This design comes from an exercise in tuning for small area on the open sky130 flow, not from production work.
RTL that was checked went through simulation tests only; none was proved equivalent to the original.
No functional check of the RTL was part of runs 2 and 3.
No activity file was given, so power comes from the tool's default toggle rates.

==> design.v <==
package ippc_pkg;
  localparam logic [2:0] ST_Q = 3'b000;
  localparam logic [2:0] ST_N = 3'b001;
  localparam logic [2:0] ST_A = 3'b011;
  localparam logic [2:0] ST_B = 3'b101;
  localparam logic [2:0] ST_P = 3'b111;
  function automatic logic [5:0] grp_enc(input logic [11:0] s);
    grp_enc = 6'd0;
    case (s)
      12'h000: grp_enc = 6'd0;
      12'h200: grp_enc = 6'd1;
      12'h600: grp_enc = 6'd2;
      12'ha00: grp_enc = 6'd3;
      12'h040: grp_enc = 6'd4;
      12'h240: grp_enc = 6'd5;
      12'he40: grp_enc = 6'd6;
      12'h0c0: grp_enc = 6'd7;
      12'h140: grp_enc = 6'd8;
      12'h008: grp_enc = 6'd9;
      12'h208: grp_enc = 6'd10;
      12'h608: grp_enc = 6'd11;
      12'ha08: grp_enc = 6'd12;
      12'h048: grp_enc = 6'd13;
      12'h248: grp_enc = 6'd14;
      12'h3c8: grp_enc = 6'd15;
      12'h018: grp_enc = 6'd16;
      12'h218: grp_enc = 6'd17;
      12'h618: grp_enc = 6'd18;
      12'ha18: grp_enc = 6'd19;
      12'h028: grp_enc = 6'd20;
      12'h228: grp_enc = 6'd21;
      12'h628: grp_enc = 6'd22;
      12'ha28: grp_enc = 6'd23;
      12'h001: grp_enc = 6'd24;
      12'h201: grp_enc = 6'd25;
      12'h601: grp_enc = 6'd26;
      12'ha01: grp_enc = 6'd27;
      12'h041: grp_enc = 6'd28;
      12'h241: grp_enc = 6'd29;
      12'he41: grp_enc = 6'd30;
      12'h0c1: grp_enc = 6'd31;
      12'h141: grp_enc = 6'd32;
      12'h009: grp_enc = 6'd33;
      12'h209: grp_enc = 6'd34;
      12'h609: grp_enc = 6'd35;
      12'ha09: grp_enc = 6'd36;
      12'h049: grp_enc = 6'd37;
      12'h249: grp_enc = 6'd38;
      12'h079: grp_enc = 6'd39;
      12'h003: grp_enc = 6'd40;
      12'h203: grp_enc = 6'd41;
      12'h603: grp_enc = 6'd42;
      12'ha03: grp_enc = 6'd43;
      12'h043: grp_enc = 6'd44;
      12'h243: grp_enc = 6'd45;
      12'he43: grp_enc = 6'd46;
      12'h0c3: grp_enc = 6'd47;
      12'h143: grp_enc = 6'd48;
      12'h005: grp_enc = 6'd49;
      12'h205: grp_enc = 6'd50;
      12'h605: grp_enc = 6'd51;
      12'ha05: grp_enc = 6'd52;
      12'h045: grp_enc = 6'd53;
      12'h245: grp_enc = 6'd54;
      12'he45: grp_enc = 6'd55;
      12'h0c5: grp_enc = 6'd56;
      12'h145: grp_enc = 6'd57;
      12'h00f: grp_enc = 6'd58;
      12'h20f: grp_enc = 6'd59;
      12'h60f: grp_enc = 6'd60;
      12'ha0f: grp_enc = 6'd61;
      default: grp_enc = 6'd0;
    endcase
  endfunction
  function automatic logic [11:0] grp_dec(input logic [5:0] c);
    grp_dec = 12'h000;
    case (c)
      6'd0: grp_dec = 12'h000;
      6'd1: grp_dec = 12'h200;
      6'd2: grp_dec = 12'h600;
      6'd3: grp_dec = 12'ha00;
      6'd4: grp_dec = 12'h040;
      6'd5: grp_dec = 12'h240;
      6'd6: grp_dec = 12'he40;
      6'd7: grp_dec = 12'h0c0;
      6'd8: grp_dec = 12'h140;
      6'd9: grp_dec = 12'h008;
      6'd10: grp_dec = 12'h208;
      6'd11: grp_dec = 12'h608;
      6'd12: grp_dec = 12'ha08;
      6'd13: grp_dec = 12'h048;
      6'd14: grp_dec = 12'h248;
      6'd15: grp_dec = 12'h3c8;
      6'd16: grp_dec = 12'h018;
      6'd17: grp_dec = 12'h218;
      6'd18: grp_dec = 12'h618;
      6'd19: grp_dec = 12'ha18;
      6'd20: grp_dec = 12'h028;
      6'd21: grp_dec = 12'h228;
      6'd22: grp_dec = 12'h628;
      6'd23: grp_dec = 12'ha28;
      6'd24: grp_dec = 12'h001;
      6'd25: grp_dec = 12'h201;
      6'd26: grp_dec = 12'h601;
      6'd27: grp_dec = 12'ha01;
      6'd28: grp_dec = 12'h041;
      6'd29: grp_dec = 12'h241;
      6'd30: grp_dec = 12'he41;
      6'd31: grp_dec = 12'h0c1;
      6'd32: grp_dec = 12'h141;
      6'd33: grp_dec = 12'h009;
      6'd34: grp_dec = 12'h209;
      6'd35: grp_dec = 12'h609;
      6'd36: grp_dec = 12'ha09;
      6'd37: grp_dec = 12'h049;
      6'd38: grp_dec = 12'h249;
      6'd39: grp_dec = 12'h079;
      6'd40: grp_dec = 12'h003;
      6'd41: grp_dec = 12'h203;
      6'd42: grp_dec = 12'h603;
      6'd43: grp_dec = 12'ha03;
      6'd44: grp_dec = 12'h043;
      6'd45: grp_dec = 12'h243;
      6'd46: grp_dec = 12'he43;
      6'd47: grp_dec = 12'h0c3;
      6'd48: grp_dec = 12'h143;
      6'd49: grp_dec = 12'h005;
      6'd50: grp_dec = 12'h205;
      6'd51: grp_dec = 12'h605;
      6'd52: grp_dec = 12'ha05;
      6'd53: grp_dec = 12'h045;
      6'd54: grp_dec = 12'h245;
      6'd55: grp_dec = 12'he45;
      6'd56: grp_dec = 12'h0c5;
      6'd57: grp_dec = 12'h145;
      6'd58: grp_dec = 12'h00f;
      6'd59: grp_dec = 12'h20f;
      6'd60: grp_dec = 12'h60f;
      6'd61: grp_dec = 12'ha0f;
      default: grp_dec = 12'h000;
    endcase
  endfunction
endpackage
module isolated_plus_pattern_counter (
  input  logic        clk,
  input  logic        rst,
  input  logic        psel,
  input  logic        penable,
  input  logic        pwrite,
  input  logic [2:0]  paddr,
  input  logic [31:0] pwdata,
  output logic [31:0] prdata,
  output logic        pready,
  input  logic        in_valid,
  output logic        in_ready,
  input  logic        cell_is_one,
  output logic        out_valid,
  input  logic        out_ready,
  output logic [19:0] plus_count
);
  logic [10:0] grid_rows;
  logic [10:0] grid_cols;
  logic        cfg_write;
  assign pready    = 1'b1;
  assign cfg_write = psel && penable && pwrite;
  always_ff @(posedge clk) begin
    if (rst) begin
      grid_rows <= 11'd1024;
      grid_cols <= 11'd1024;
    end else if (cfg_write) begin
      if (paddr[2]) grid_cols <= pwdata[10:0];
      else          grid_rows <= pwdata[10:0];
    end
  end
  assign prdata = {21'd0, paddr[2] ? grid_cols : grid_rows};
  logic [9:0] col_last;
  logic [9:0] row_last;
  always_comb begin
    if (grid_cols[10])            col_last = 10'h3ff;
    else if (grid_cols[9:0] == 0) col_last = 10'd0;
    else                          col_last = grid_cols[9:0] - 10'd1;
    if (grid_rows[10])            row_last = 10'h3ff;
    else if (grid_rows[9:0] == 0) row_last = 10'd0;
    else                          row_last = grid_rows[9:0] - 10'd1;
  end
  logic [9:0] col;
  logic [9:0] row;
  logic       pend;
  logic       accept;
  logic       at_last_col;
  logic       at_last_row;
  logic       at_first_row;
  logic       frame_end;
  logic [1:0] k;         
  logic       col_ge1;
  logic       col_ge2;
  assign in_ready     = !pend;
  assign accept       = in_valid && !pend;
  assign at_last_col  = col == col_last;
  assign at_last_row  = row == row_last;
  assign at_first_row = row == 10'd0;
  assign frame_end    = at_last_col && at_last_row;
  assign k            = col_last[1:0] - col[1:0];
  assign col_ge1      = col != 10'd0;
  assign col_ge2      = col[9:1] != 9'd0;
  always_ff @(posedge clk) begin
    if (rst || cfg_write) begin
      col <= '0;
      row <= '0;
    end else if (accept) begin
      if (at_last_col) begin
        col <= '0;
        row <= at_last_row ? 10'd0 : row + 10'd1;
      end else begin
        col <= col + 10'd1;
      end
    end
  end
  logic w1, w2, w3, w4;
  always_ff @(posedge clk) begin
    if (rst || cfg_write) begin
      {w4, w3, w2, w1} <= '0;
    end else if (accept) begin
      if (at_last_col) {w4, w3, w2, w1} <= '0;
      else             {w4, w3, w2, w1} <= {w3, w2, w1, cell_is_one};
    end
  end
  localparam int NSEG = 8;
  logic [5:0]  st_head;
  logic [5:0]  seg_in [NSEG+1];
  logic [5:0]  st_out;
  logic        st_shift;
  logic [5:0]  st_new;
  always_ff @(posedge clk) begin
    if (st_shift) st_head <= st_new;
  end
  assign seg_in[NSEG] = st_head;
  for (genvar i = NSEG - 1; i >= 0; i--) begin : g_seg
    localparam int LEN = 1 << i;
    logic [6*LEN-1:0] sr;
    always_ff @(posedge clk) begin
      if (st_shift) begin
        if (LEN == 1) sr <= seg_in[i+1];
        else          sr <= {sr[6*LEN-7:0], seg_in[i+1]};
      end
    end
    assign seg_in[i] = col_last[2+i] ? sr[6*LEN-1 -: 6] : seg_in[i+1];
  end
  assign st_out = seg_in[0];
  logic [11:0] old_grp;
  assign old_grp = at_first_row ? 12'h000 : ippc_pkg::grp_dec(st_out);
  function automatic logic [3:0] step(input logic [2:0] s, input logic a, input logic b,
                                      input logic c, input logic d, input logic e,
                                      input logic last_row);
    logic t, h, hit;
    logic [2:0] ns;
    t = !b && c && !d;
    h = !a && b && c && d && !e;
    hit = 1'b0;
    if (!c) begin
      ns  = ippc_pkg::ST_Q;
      hit = s == ippc_pkg::ST_B;
    end else if (s == ippc_pkg::ST_P && t) begin
      ns  = ippc_pkg::ST_B;
      hit = last_row;
    end else if (s == ippc_pkg::ST_A && h) begin
      ns  = ippc_pkg::ST_P;
    end else if (s == ippc_pkg::ST_Q && t) begin
      ns  = ippc_pkg::ST_A;
    end else begin
      ns  = ippc_pkg::ST_N;
    end
    step = {hit, ns};
  endfunction
  logic [1:0] pos;         
  logic [2:0] old_main;
  logic [3:0] upd_main;    
  logic [3:0] upd_x1;      
  logic [2:0] new_x0;      
  logic       hit_main;
  logic       hit_x1;
  assign pos      = {k[1], !k[0]};
  assign old_main = old_grp[3*pos +: 3];
  assign upd_main = step(old_main, w4, w3, w2, w1, cell_is_one, at_last_row);
  assign upd_x1   = step(old_grp[8:6], w3, w2, w1, cell_is_one, 1'b0, at_last_row);
  assign new_x0   = cell_is_one ? ippc_pkg::ST_N : ippc_pkg::ST_Q;
  assign hit_main = upd_main[3] && col_ge2;
  assign hit_x1   = upd_x1[3] && col_ge1 && at_last_col;
  logic [2:0] hold0, hold1, hold2;
  assign st_shift = accept && (at_last_col || (col_ge2 && k == 2'd2));
  assign st_new   = ippc_pkg::grp_enc({at_last_col ? new_x0      : upd_main[2:0],
                                       at_last_col ? upd_x1[2:0] : hold2,
                                       at_last_col ? upd_main[2:0] : hold1,
                                       hold0});
  always_ff @(posedge clk) begin
    if (rst || cfg_write) begin
      hold0 <= ippc_pkg::ST_Q;
      hold1 <= ippc_pkg::ST_Q;
      hold2 <= ippc_pkg::ST_Q;
    end else if (accept) begin
      if (st_shift) begin
        hold0 <= ippc_pkg::ST_Q;
        hold1 <= ippc_pkg::ST_Q;
        hold2 <= ippc_pkg::ST_Q;
      end else begin
        if (pos == 2'd0) hold0 <= upd_main[2:0];
        if (pos == 2'd1) hold1 <= upd_main[2:0];
        if (pos == 2'd2) hold2 <= upd_main[2:0];
      end
    end
  end
  logic [19:0] count;
  logic [20:0] sum;
  logic [19:0] count_next;
  logic        res_free;
  assign sum        = {1'b0, count} + 21'(hit_main) + 21'(hit_x1);
  assign count_next = sum[20] ? 20'hfffff : sum[19:0];
  assign res_free   = !out_valid || out_ready;
  always_ff @(posedge clk) begin
    if (rst) begin
      count     <= '0;
      pend      <= 1'b0;
      out_valid <= 1'b0;
    end else begin
      if (accept && frame_end) begin
        if (res_free) begin
          count     <= '0;
          out_valid <= 1'b1;
        end else begin
          count     <= count_next;
          pend      <= 1'b1;
        end
      end else if (pend && res_free) begin
        count     <= '0;
        pend      <= 1'b0;
        out_valid <= 1'b1;
      end else begin
        if (cfg_write) count <= '0;
        else if (accept) count <= count_next;
        if (out_ready) out_valid <= 1'b0;
      end
    end
  end
  always_ff @(posedge clk) begin
    if (accept && frame_end && res_free) plus_count <= count_next;
    else if (pend && res_free)           plus_count <= count;
  end
endmodule
==> run.sh <==
#!/bin/bash
# synth_recipe.tcl (not shown) runs the flow's synth.tcl, then flattens the netlist and writes it again
# the make line also repeats each setting of config.mk as NAME=value (left out here)
make -C /OpenROAD-flow-scripts/flow DESIGN_CONFIG=/design/flow/config.mk WORK_HOME=/design/flow/orfs CLKGATE_MAP_FILE= SYNTH_SCRIPT=/design/flow/synth_recipe.tcl finish
==> config.mk <==
export PLATFORM = sky130hd
export DESIGN_NAME = isolated_plus_pattern_counter
export DESIGN_NICKNAME = isolated_plus_pattern_counter
export VERILOG_FILES = /design/flow/design.v
export SDC_FILE = /design/flow/constraint.sdc
export NUM_CORES = 4
export LEC_CHECK = 0
export CAP_MARGIN = 20
export CORE_MARGIN = 2
export CORE_UTILIZATION = 40
export SLEW_MARGIN = 20
==> constraint.sdc <==
create_clock -name core_clock -period 8.0 [get_ports {clk}]
set_input_delay 1.6000 -clock core_clock [delete_from_list [all_inputs] [get_ports {clk}]]
set_output_delay 1.6000 -clock core_clock [all_outputs]
set_load 0.01 [all_outputs]
==> impl_metrics.tcl, run 1 <==
set metrics [dict create \
    status "complete, no violations" \
    start_util 0.404 \
    yosys_warnings 2 \
    vias_per_cell 4.86 \
    cts_tree "built" \
    final_cell_count_no_fill 4805 \
    r2r-start "grid_cols[0]$_SDFFE_PP0P_" \
    dr.pass1.iters 5 \
    hp-start "g_seg[7].sr[696]$_DFFE_PP_" \
    critPathSlowestCell "fa_1" \
    finalClockSkew_ns 0.0199 \
    cap_violations 0 \
    final_cell_mix "edfxtp_1, clkbuf_16, nand2_1" \
    setup_tns_ns 0 \
    grt_pass1_vias 22000 \
    worst_setup_path_end_kind "flop" \
    drt_iter0_markers 2345 \
    routed_wl_mm 79.7 \
    period_share 0.935 \
    holdPathEnd "g_seg[7].sr[702]$_DFFE_PP_" \
    clk_latency_ns 0.75 \
    path_delay_family "simple AND/OR/NAND/NOR gates" \
    reg2reg_depth 32 \
    io-pin-count 98 \
    gr-total-overflow 0 \
    gp_congestion 0.815 \
    synth_seq_area_share 0.882 \
    dieArea_um2 140000 \
    arrival_ns 8.05 \
    cts_buffers 151 \
    syn_inst 2699 \
    dp.cells 4532 \
    finalWorstSetupSlack_ns 0.523 \
    holdWs_ns 0.398 \
    core-area_um2 136000 \
    drive_gt1_frac 0.125 \
    crit_buf_inv 7 \
    die_w_um 374 \
    hpwl_mm 44.4 \
    antenna_found_initial 6 \
    setup_viol 0 \
    cp-start-kind "flop" \
    synth_edf_count 1556 \
    grt_pass1_wl_mm 124 \
    maxSlewHeadroom 0.318 \
    p_leak_nw 17.8 \
    rsz0062_at_grt "no" \
    cts.repair.resized 0 \
    via_count 23400 \
    irDropWorstVdd_v 0.000267 \
    synth_ff_type "edfxtp_1" \
    rows 135 \
    track_usage 0.112 \
    hold_viol_final 0 \
    finalPower_mw 16.6 \
    async_reset_ff_frac 0 \
    period_needed_ns 7.48 \
    cts_buffer_depth 3 \
    htree_num_levels 4 \
    hold_path_depth 0 \
    port_buffers 52 \
    clock-sinks 1633 \
    path_max_fanout 15 \
    fmax_ghz 0.134 \
    cp.depth 32 \
    synth.distinct_cells 100 \
    ant_nets 0 \
    nNetsFinal 2965 \
    syn_avg_cell_area_um2 20.3 \
    grt_max_degree 160 \
    slew_violations 0 \
    powerDensity_nw_per_um2 264 \
    route.detailed.drc 0 \
    root_buffer "clkbuf_16" \
    area_growth_pct 14.7 \
    worstMarginPinSlew_ns 1.02 \
    final_common_cell "edfxtp_1" \
    syn_area_um2 54700 \
    regToRegSetupSlack_ns 0.52 \
    dp_slack_ns 0.278 \
    synth_seq_cells 1633 \
    slowest_delay_ns 0.43 \
    worstSetupPathType "reg -> reg" \
    crit_required_ns 8.58 \
    wire_per_inst_um 16.6 \
    cts_setup_buffers 0 \
    clkTransAtPathRegs_ns 0.07 \
    hold_class "reg -> reg" \
    ctsHoldBuffers 0 \
    r2r_end "plus_count[7]$_DFFE_PP_" \
    die_h_um 374 \
]
layer usage:
layer | wire length (um) | track usage
met1 | 40400 | 0.175
met5 | 0 | 0
met4 | 1990 | 0.0474
met2 | 32600 | 0.145
met3 | 4660 | 0.0289
state kept, by name, indices dropped and copies added (netlist names), 6 cells and up:
signal	flops
g_seg.sr	1530
col	10
count	20
plus_count	20
row	10
grid_cols	11
st_head	6
grid_rows	11
area by class of cell:
cell class / count / area, um2
sequential: 1633 / 48300
multi-input combinational: 968 / 6060
tap: 1781 / 2230
antenna: 2 / 5.00
timing repair buffer: 122 / 1220
inverter: 28 / 105
clock inverter: 91 / 958
fill: 11200 / 72800
clock buffer: 180 / 3950
how the worst max path moves through the flow:
stage	startpoint	endpoint	slack (ns)
floorplan	grid_cols[2]$_SDFFE_PP0P_	hold0[0]$_SDFFE_PP0P_	-24.84
global placement	grid_cols[2]$_SDFFE_PP0P_	plus_count[7]$_DFFE_PP_	0.35
detailed placement	grid_cols[2]$_SDFFE_PP0P_	plus_count[7]$_DFFE_PP_	0.28
CTS	grid_cols[2]$_SDFFE_PP0P_	plus_count[7]$_DFFE_PP_	0.22
global route	grid_cols[1]$_SDFFE_PP0P_	plus_count[7]$_DFFE_PP_	0.02
finish	grid_cols[0]$_SDFFE_PP0P_	plus_count[7]$_DFFE_PP_	0.52
power breakdown:
part	internal (mW)	switching (mW)
Combinational	0.0679	0.150
Clock	4.01	3.01
Sequential	9.29	0.0179
Total	13.4	3.18
logic make-up (layout without fill, tap and decap cells):
group           after synthesis  count (layout)  share of synthesized area
mux                          41              41                    0.00814
flops                      1633            1633                      0.882
compound gates              350             350                     0.0430
simple gates                501             501                     0.0464
other cells                   2              24                   0.000137
xor+xnor                     36              36                    0.00576
buf+inv                     118             421                     0.0105
fa+ha+maj                    18              18                    0.00425
per-stage QoR:
stage | util | cell area [um2]
3_3_place_gp | 0.427 | 57900
5_1_grt | 0.463 | 62800
6_report | 0.463 | 62800
4_1_cts | 0.463 | 62800
2_1_floorplan | - | 54900
3_5_place_dp | 0.427 | 57900
Yosys cell counts, types with 14 or more instances:
cell type / number / share of area
edfxtp_1: 1556 / 0.85
nand2_1: 130 / 0.0089
nor2_1: 111 / 0.0076
a21oi_1: 104 / 0.0095
dfxtp_1: 77 / 0.028
o21ai_0: 67 / 0.0061
clkbuf_1: 51 / 0.0035
nand3_1: 47 / 0.0043
nor3_1: 38 / 0.0035
a31oi_1: 36 / 0.0041
mux2_2: 28 / 0.0058
inv_1: 26 / 0.0018
nand4_1: 25 / 0.0029
and3_1: 24 / 0.0027
buf_4: 24 / 0.0033
and2_1: 23 / 0.0026
xnor2_1: 21 / 0.0034
ha_1: 17 / 0.0039
xor2_1: 15 / 0.0024
nor2b_1: 14 / 0.0016
==> run 2, diff against run 1 <==
--- a/design.v
+++ b/design.v
@@ -196,4 +196,2 @@
   logic       col_ge2;
-  assign in_ready     = !pend;
-  assign accept       = in_valid && !pend;
   assign at_last_col  = col == col_last;
@@ -311,9 +309,14 @@
   end
-  logic [19:0] count;
-  logic [20:0] sum;
-  logic [19:0] count_next;
-  logic        res_free;
-  assign sum        = {1'b0, count} + 21'(hit_main) + 21'(hit_x1);
-  assign count_next = sum[20] ? 20'hfffff : sum[19:0];
-  assign res_free   = !out_valid || out_ready;
+  logic [17:0] count;
+  logic        hold_in;
+  logic        taken;
+  logic        valid_next;
+  assign plus_count = {2'b00, count};
+  assign in_ready   = !hold_in;
+  assign accept     = in_valid && !hold_in;
+  assign taken      = out_valid && out_ready;
+  always_comb begin
+    if (out_valid) valid_next = !taken || pend || (accept && frame_end);
+    else           valid_next = accept && frame_end;
+  end
   always_ff @(posedge clk) begin
@@ -323,19 +326,17 @@
       out_valid <= 1'b0;
+      hold_in   <= 1'b0;
     end else begin
-      if (accept && frame_end) begin
-        if (res_free) begin
-          count     <= '0;
-          out_valid <= 1'b1;
-        end else begin
-          count     <= count_next;
-          pend      <= 1'b1;
+      out_valid <= valid_next;
+      hold_in   <= valid_next && !out_ready;
+      if (out_valid) begin
+        if (taken) begin
+          count <= '0;
+          pend  <= 1'b0;
+        end else if (accept && frame_end) begin
+          pend  <= 1'b1;
         end
-      end else if (pend && res_free) begin
-        count     <= '0;
-        pend      <= 1'b0;
-        out_valid <= 1'b1;
-      end else begin
-        if (cfg_write) count <= '0;
-        else if (accept) count <= count_next;
-        if (out_ready) out_valid <= 1'b0;
+      end else if (cfg_write) begin
+        count <= '0;
+      end else if (accept) begin
+        count <= count + 18'(hit_main) + 18'(hit_x1);
       end
@@ -343,6 +344,2 @@
   end
-  always_ff @(posedge clk) begin
-    if (accept && frame_end && res_free) plus_count <= count_next;
-    else if (pend && res_free)           plus_count <= count;
-  end
 endmodule
--- a/config.mk
+++ b/config.mk
@@ -9,3 +9,6 @@
 export CORE_MARGIN = 2
-export CORE_UTILIZATION = 40
+export CORE_UTILIZATION = 60
+export CTS_BUF_LIST = sky130_fd_sc_hd__clkbuf_8
+export CTS_CLUSTER_DIAMETER = 60
+export CTS_CLUSTER_SIZE = 18
 export SLEW_MARGIN = 20
==> run 2 against run 1 <==
Still clean on timing, DRC and antenna; critical path depth fell by 12; first-iteration DRC count fell by 1.9%; worst hold slack improved by 0.0022 ns; clock-buffer cell count fell by 71; critical endpoint is now count[11]$_SDFFE_PP0P_.
==> impl_metrics.tcl, run 2 <==
set metrics [dict create \
    status "complete, no violations" \
    syn_inst 2576 \
    htree_num_levels 3 \
    hpwl_mm 45.3 \
    slew_violations 0 \
    hp-start "g_seg[6].sr[184]$_DFFE_PP_" \
    fmax_ghz 0.135 \
    synth_ff_type "edfxtp_1" \
    worstSetupPathType "reg -> reg" \
    vias_per_cell 5.63 \
    start_util 0.606 \
    die_w_um 303 \
    gp_congestion 0.873 \
    grt_max_degree 157 \
    yosys_warnings 2 \
    drive_gt1_frac 0.0950 \
    dp_slack_ns 0.591 \
    arrival_ns 8.07 \
    slowest_delay_ns 0.89 \
    r2r-start "grid_cols[1]$_SDFFE_PP0P_" \
    route.detailed.drc 0 \
    synth_top_area_cell "edfxtp_1" \
    ctsHoldBuffers 0 \
    syn_avg_cell_area_um2 20.8 \
    period_share 0.923 \
    final_cell_count_no_fill 3935 \
    drt_iter0_markers 2301 \
    syn_area_um2 53600 \
    dp.cells 3771 \
    hold_class "reg -> reg" \
    ant_nets 0 \
    io-pin-count 98 \
    clkTransAtPathRegs_ns 0.10 \
    rows 109 \
    synth_seq_area_share 0.889 \
    dr.pass1.iters 7 \
    clk_latency_ns 0.80 \
    crit_required_ns 8.69 \
    synth.top_cell.area_share 0.860 \
    synthTopCellsByArea "edfxtp_1, dfxtp_1, nand2_1" \
    cts_buffer_depth 3 \
    cap_violations 0 \
    crit_buf_inv 1 \
    rsz0062_at_grt "no" \
    cp-start-kind "flop" \
    grt_pass1_wl_mm 121 \
    dieArea_um2 91800 \
    cts_buffers 108 \
    hold_viol_final 0 \
    largest_reg_flops 1530 \
    path_max_fanout 12 \
    final_cell_mix "edfxtp_1, nand2_1, nor2_1" \
    track_usage 0.171 \
    period_needed_ns 7.38 \
    crit_path_start "grid_cols[1]$_SDFFE_PP0P_" \
    wire_per_inst_um 20.0 \
    worst_setup_path_end_kind "flop" \
    synth.distinct_cells 93 \
    crit_chain "inv_4 -> ha_4 -> or4b_4 -> o41ai_4 -> and3_4 -> a31oi_1 -> a211o_1 -> a21oi_1 -> nor3_2 -> a32oi_2 -> nor3_1 -> nor3_4 -> mux2i_1 -> o2111ai_1 -> fa_1 -> nor4_1 -> nand3_1 -> nor2_1 -> nor2_1 -> a311oi_1" \
    antenna_found_initial 5 \
    powerDensity_nw_per_um2 230 \
    cts_setup_buffers 0 \
    irDropWorstVdd_v 0.000155 \
    area_growth_pct 7.82 \
    finalClockSkew_ns 0.0450 \
    setup_viol 0 \
    yosysMostFrequentCell "edfxtp_1" \
    cpMostUsedCell "nor2_1" \
    worstMarginPinSlew_ns 1.15 \
    finalWorstSetupSlack_ns 0.616 \
    synth_seq_cells 1612 \
    path_delay_family "compound AO/OA/AOI/OAI gates" \
    nNetsFinal 2777 \
    setup_tns_ns 0 \
    grt_pass1_vias 21200 \
    largest-register "g_seg.sr" \
    finalPower_mw 13.3 \
    core-area_um2 88500 \
    async_reset_ff_frac 0 \
    fillers 5720 \
    p_leak_nw 16.1 \
    port_buffers 50 \
    clock-sinks 1612 \
    cts_tree "built" \
    routed_wl_mm 78.7 \
    gr-total-overflow 0 \
    synth_edf_count 1536 \
    cts.repair.resized 0 \
    reg_top3 "g_seg.sr x1530, count x18" \
    root_buffer "clkbuf_8" \
    critPathSlowestCell "a21oi_1" \
    maxSlewHeadroom 0.230 \
    synth_common_cells "edfxtp_1, nand2_1, nor2_1, dfxtp_1, a21oi_1" \
    via_count 22200 \
    die_h_um 303 \
    final_common_cell "edfxtp_1" \
    fin_util 0.653 \
]
## run 2: kinds of logic (layout without fill, tap and decap cells)
kind of cell	count (synthesis)	count (layout)	synth area share
AND/OR/NAND/NOR	469	469	0.0432
AO/OA/AOI/OAI	270	270	0.0365
adder cells (fa/ha/maj)	18	18	0.00434
XOR/XNOR	50	50	0.00817
buffers and inverters	112	281	0.0103
flip-flops	1612	1612	0.889
other	2	27	0.000140
multiplexers	43	43	0.00859
## run 2: layer usage
layer	wire length (um)	up-vias	track usage
li1	-	10200	-
met1	38400	11200	0.275
met2	34100	542	0.240
met3	3790	155	0.0322
met4	2400	0	0.0595
met5	0	-	0
## run 2: stage by stage
step	hold slack, ns	instance area, um2
after global routing	0.392	57800
final	0.400	57800
after detailed placement	0.405	55800
after CTS	0.384	57800
after global placement	0.400	55800
after floorplan	0.400	53900
## run 2: final cells by class
class	count	area, um2	share of cell area
sequential	1612	47600	0.824
multi-input combinational	874	5590	0.0966
clock buffer	109	1500	0.0260
tap	1165	1460	0.0252
timing repair buffer	91	991	0.0171
clock inverter	52	504	0.00872
inverter	29	114	0.00197
antenna	3	7.51	0.000130
## run 2: path summary, 6_finish.rpt
path | endpoint | slack [ns] | cells past startpoint
worst max-delay path | count[11]$_SDFFE_PP0P_ | 0.62 | 20
worst min-delay path | g_seg[6].sr[190]$_DFFE_PP_ | 0.40 | 0
worst max register to register | count[11]$_SDFFE_PP0P_ | 0.62 | 20
worst min register to register | g_seg[6].sr[190]$_DFFE_PP_ | 0.40 | 0
## run 2: report_power, final
part / total, mW / switching (mW) / internal (mW)
Combinational: 0.234 / 0.162 / 0.0718
Clock: 3.91 / 2.42 / 1.49
Sequential: 9.18 / 0.0199 / 9.16
==> run 3, diff against run 2 <==
--- a/config.mk
+++ b/config.mk
@@ -10,5 +10,5 @@
 export CORE_UTILIZATION = 60
-export CTS_BUF_LIST = sky130_fd_sc_hd__clkbuf_8
-export CTS_CLUSTER_DIAMETER = 60
-export CTS_CLUSTER_SIZE = 18
+export CTS_BUF_LIST = sky130_fd_sc_hd__clkbuf_16
+export CTS_CLUSTER_DIAMETER = 80
+export CTS_CLUSTER_SIZE = 22
 export SLEW_MARGIN = 20
==> run 3 against run 2 <==
Sequential cell count unchanged; non-clock buffer count unchanged; total power increased by 4.0%; combinational power about the same; register-to-register slack improved by 0.04 ns; die area unchanged; first-iteration DRC count increased by 3.6%; cell count decreased by 1.3%; critical endpoint unchanged.
==> impl_metrics.tcl, run 3 <==
set metrics [dict create \
    status "complete, no violations" \
    largest-register "g_seg.sr" \
    synth_top_area_cell "edfxtp_1" \
    cts.repair.resized 0 \
    crit_path_start "grid_cols[1]$_SDFFE_PP0P_" \
    wire_per_inst_um 20.1 \
    clock-sinks 1612 \
    clk_latency_ns 0.67 \
    antenna_found_initial 5 \
    path_max_fanout 12 \
    worstMarginPinSlew_ns 1.16 \
    synthTopCellsByArea "edfxtp_1, dfxtp_1, nand2_1" \
    fin_util 0.658 \
    largest_reg_flops 1530 \
    worstSetupPathType "reg -> reg" \
    synth_seq_cells 1612 \
    rsz0062_at_grt "no" \
    multi_input_area_um2 5590 \
    grt_pass1_vias 21000 \
    maxSlewHeadroom 0.229 \
    hold_viol_final 0 \
    setup_viol 0 \
    cap_violations 0 \
    setup_tns_ns 0 \
    drive_gt1_frac 0.0802 \
    syn_area_um2 53600 \
    r2r_end "count[11]$_SDFFE_PP0P_" \
    period_share 0.918 \
    ctsHoldBuffers 0 \
    gr-total-overflow 0 \
    worst_setup_path_end_kind "flop" \
    reg_top3 "g_seg.sr x1530, count x18" \
    hold_path_depth 0 \
    final_common_cell "edfxtp_1" \
    async_reset_ff_frac 0 \
    cts_buffer_depth 3 \
    reg2reg_depth 20 \
    synth_seq_area_share 0.889 \
    antennaDiodeCount 0 \
    root_buffer "clkbuf_16" \
    yosysMostFrequentCell "edfxtp_1" \
    slowest_delay_ns 0.89 \
    register_area_um2 47600 \
    finalClockSkew_ns 0.0213 \
    gp_congestion 0.873 \
    synth_edf_count 1536 \
    hold_class "reg -> reg" \
    synth.distinct_cells 93 \
    dr.pass1.iters 5 \
    path_delay_family "compound AO/OA/AOI/OAI gates" \
    syn_avg_cell_area_um2 20.8 \
    holdPathEnd "g_seg[7].sr[749]$_DFFE_PP_" \
    irDropWorstVdd_v 0.000188 \
    critPathSlowestCell "a21oi_1" \
    yosys_warnings 2 \
    fillers 5688 \
    synth_ff_type "edfxtp_1" \
    htree_num_levels 3 \
    r2r-start "grid_cols[1]$_SDFFE_PP0P_" \
    nNetsFinal 2754 \
    grt_max_degree 157 \
    ant_nets 0 \
    cts_setup_buffers 0 \
    grt_pass1_wl_mm 120 \
    cts_tree "built" \
    drt_iter0_markers 2383 \
    rows 109 \
    die_w_um 303 \
    vias_per_cell 5.69 \
    fmax_ghz 0.136 \
    hp-start "g_seg[7].sr[743]$_DFFE_PP_" \
    synth.top_cell.area_share 0.860 \
    syn_inst 2576 \
    port_buffers 50 \
    core-area_um2 88500 \
    start_util 0.606 \
    powerDensity_nw_per_um2 238 \
    area_growth_pct 8.61 \
    die_h_um 303 \
    cpMostUsedCell "nor2_1" \
    crit_required_ns 8.57 \
    arrival_ns 7.92 \
    dieArea_um2 91800 \
    route.detailed.drc 0 \
    regToRegSetupSlack_ns 0.66 \
    cp-start-kind "flop" \
    hpwl_mm 45.3 \
    p_leak_nw 16.2 \
    cts_buffers 85 \
    crit_chain "inv_4 -> ha_4 -> or4b_4 -> o41ai_4 -> and3_4 -> a31oi_1 -> a211o_1 -> a21oi_1 -> nor3_2 -> a32oi_2 -> nor3_1 -> nor3_4 -> mux2i_1 -> o2111ai_1 -> fa_1 -> nor4_1 -> nand3_1 -> nor2_1 -> nor2_1 -> a311oi_1" \
    synth_common_cells "edfxtp_1, nand2_1, nor2_1, dfxtp_1, a21oi_1" \
    via_count 22100 \
    track_usage 0.170 \
    period_needed_ns 7.34 \
    slew_violations 0 \
    final_cell_mix "edfxtp_1, nand2_1, nor2_1" \
    routed_wl_mm 77.8 \
    io-pin-count 98 \
    clkTransAtPathRegs_ns 0.09 \
    crit_buf_inv 1 \
]
run 3: kinds of logic after synthesis:
| group | share of synthesized area |
|---|---|
| flip-flops | 0.889 |
| other | 0.000140 |
| multiplexers | 0.00859 |
| buffers and inverters | 0.0103 |
| AND/OR/NAND/NOR | 0.0432 |
| adder cells (fa/ha/maj) | 0.00434 |
| XOR/XNOR | 0.00817 |
| AO/OA/AOI/OAI | 0.0365 |
run 3: power breakdown:
group	internal [mW]	total, mW	switching (mW)
clock	2.04	4.45	2.41
combinational	0.0718	0.234	0.162
sequential	9.16	9.18	0.0200
run 3: through the flow:
stage          hold WS [ns]  power, mW  setup WS, ns  cells  instance area (um2)
2_1_floorplan         0.400       9.62        -24.92   2598                53900
3_3_place_gp          0.400       9.60         0.761   3771                55800
3_5_place_dp          0.405       9.60         0.591   3771                55800
4_1_cts               0.405       14.1         0.553   3882                58200
5_1_grt               0.414       14.3         0.170   3882                58200
6_report              0.410       13.9         0.657   3882                58200
run 3: how the worst max path moves through the flow:
stage | end | slack (ns) | cells past startpoint
final | count[11]$_SDFFE_PP0P_ | 0.66 | 20
after CTS | count[11]$_SDFFE_PP0P_ | 0.55 | 24
after detailed placement | count[11]$_SDFFE_PP0P_ | 0.59 | 24
after global placement | count[11]$_SDFFE_PP0P_ | 0.76 | 24
after floorplan | hold0[1]$_SDFFE_PP0P_ | -24.92 | 17
after global routing | count[11]$_SDFFE_PP0P_ | 0.17 | 24
run 3: layer usage:
metal / global-route usage / vias up / part of all wire
met1: 0.276 / 11300 / 0.49
met5: 0 / - / 0
met4: 0.0616 / 0 / 0.030
li1: - / 10200 / -
met2: 0.239 / 485 / 0.44
met3: 0.0228 / 136 / 0.038
run 3: layout make-up:
| type | count | share of cell area |
|---|---|---|
| Inverter | 29 | 0.00196 |
| Tap cell | 1165 | 0.0250 |
| Clock inverter | 23 | 0.00400 |
| Clock buffer | 88 | 0.0378 |
| Sequential cell | 1612 | 0.818 |
| Timing Repair Buffer | 91 | 0.0170 |
| Multi-Input combinational cell | 874 | 0.0959 |

==> port drivers added, routing unchanged <==
In the flow no input, the clock included, has a driving cell. The finished layouts below were timed again as built, in two steps. Step 1 sets driving cells, clkbuf_16 on the clock port and buf_2 on the other inputs (assumed; they add their load-dependent delay and slew). Step 2 moves the port delays by t, midway between the first and last clock arrival at a register: inputs arrive t later, outputs are due t later. That takes back most of the time a late clock gives input paths. a / b / c = no drivers / after step 1 / after step 2; a / b = the first two.
run	t, ns	slack for setup (ns)	worst setup path at the end
run 1	0.814	0.523 / 0.523 / 0.523	register to register
run 2	0.837	0.616 / 0.616 / 0.616	register to register
run 3	0.719	0.657 / 0.657 / 0.657	register to register
After both steps setup and hold are still met in every run listed.
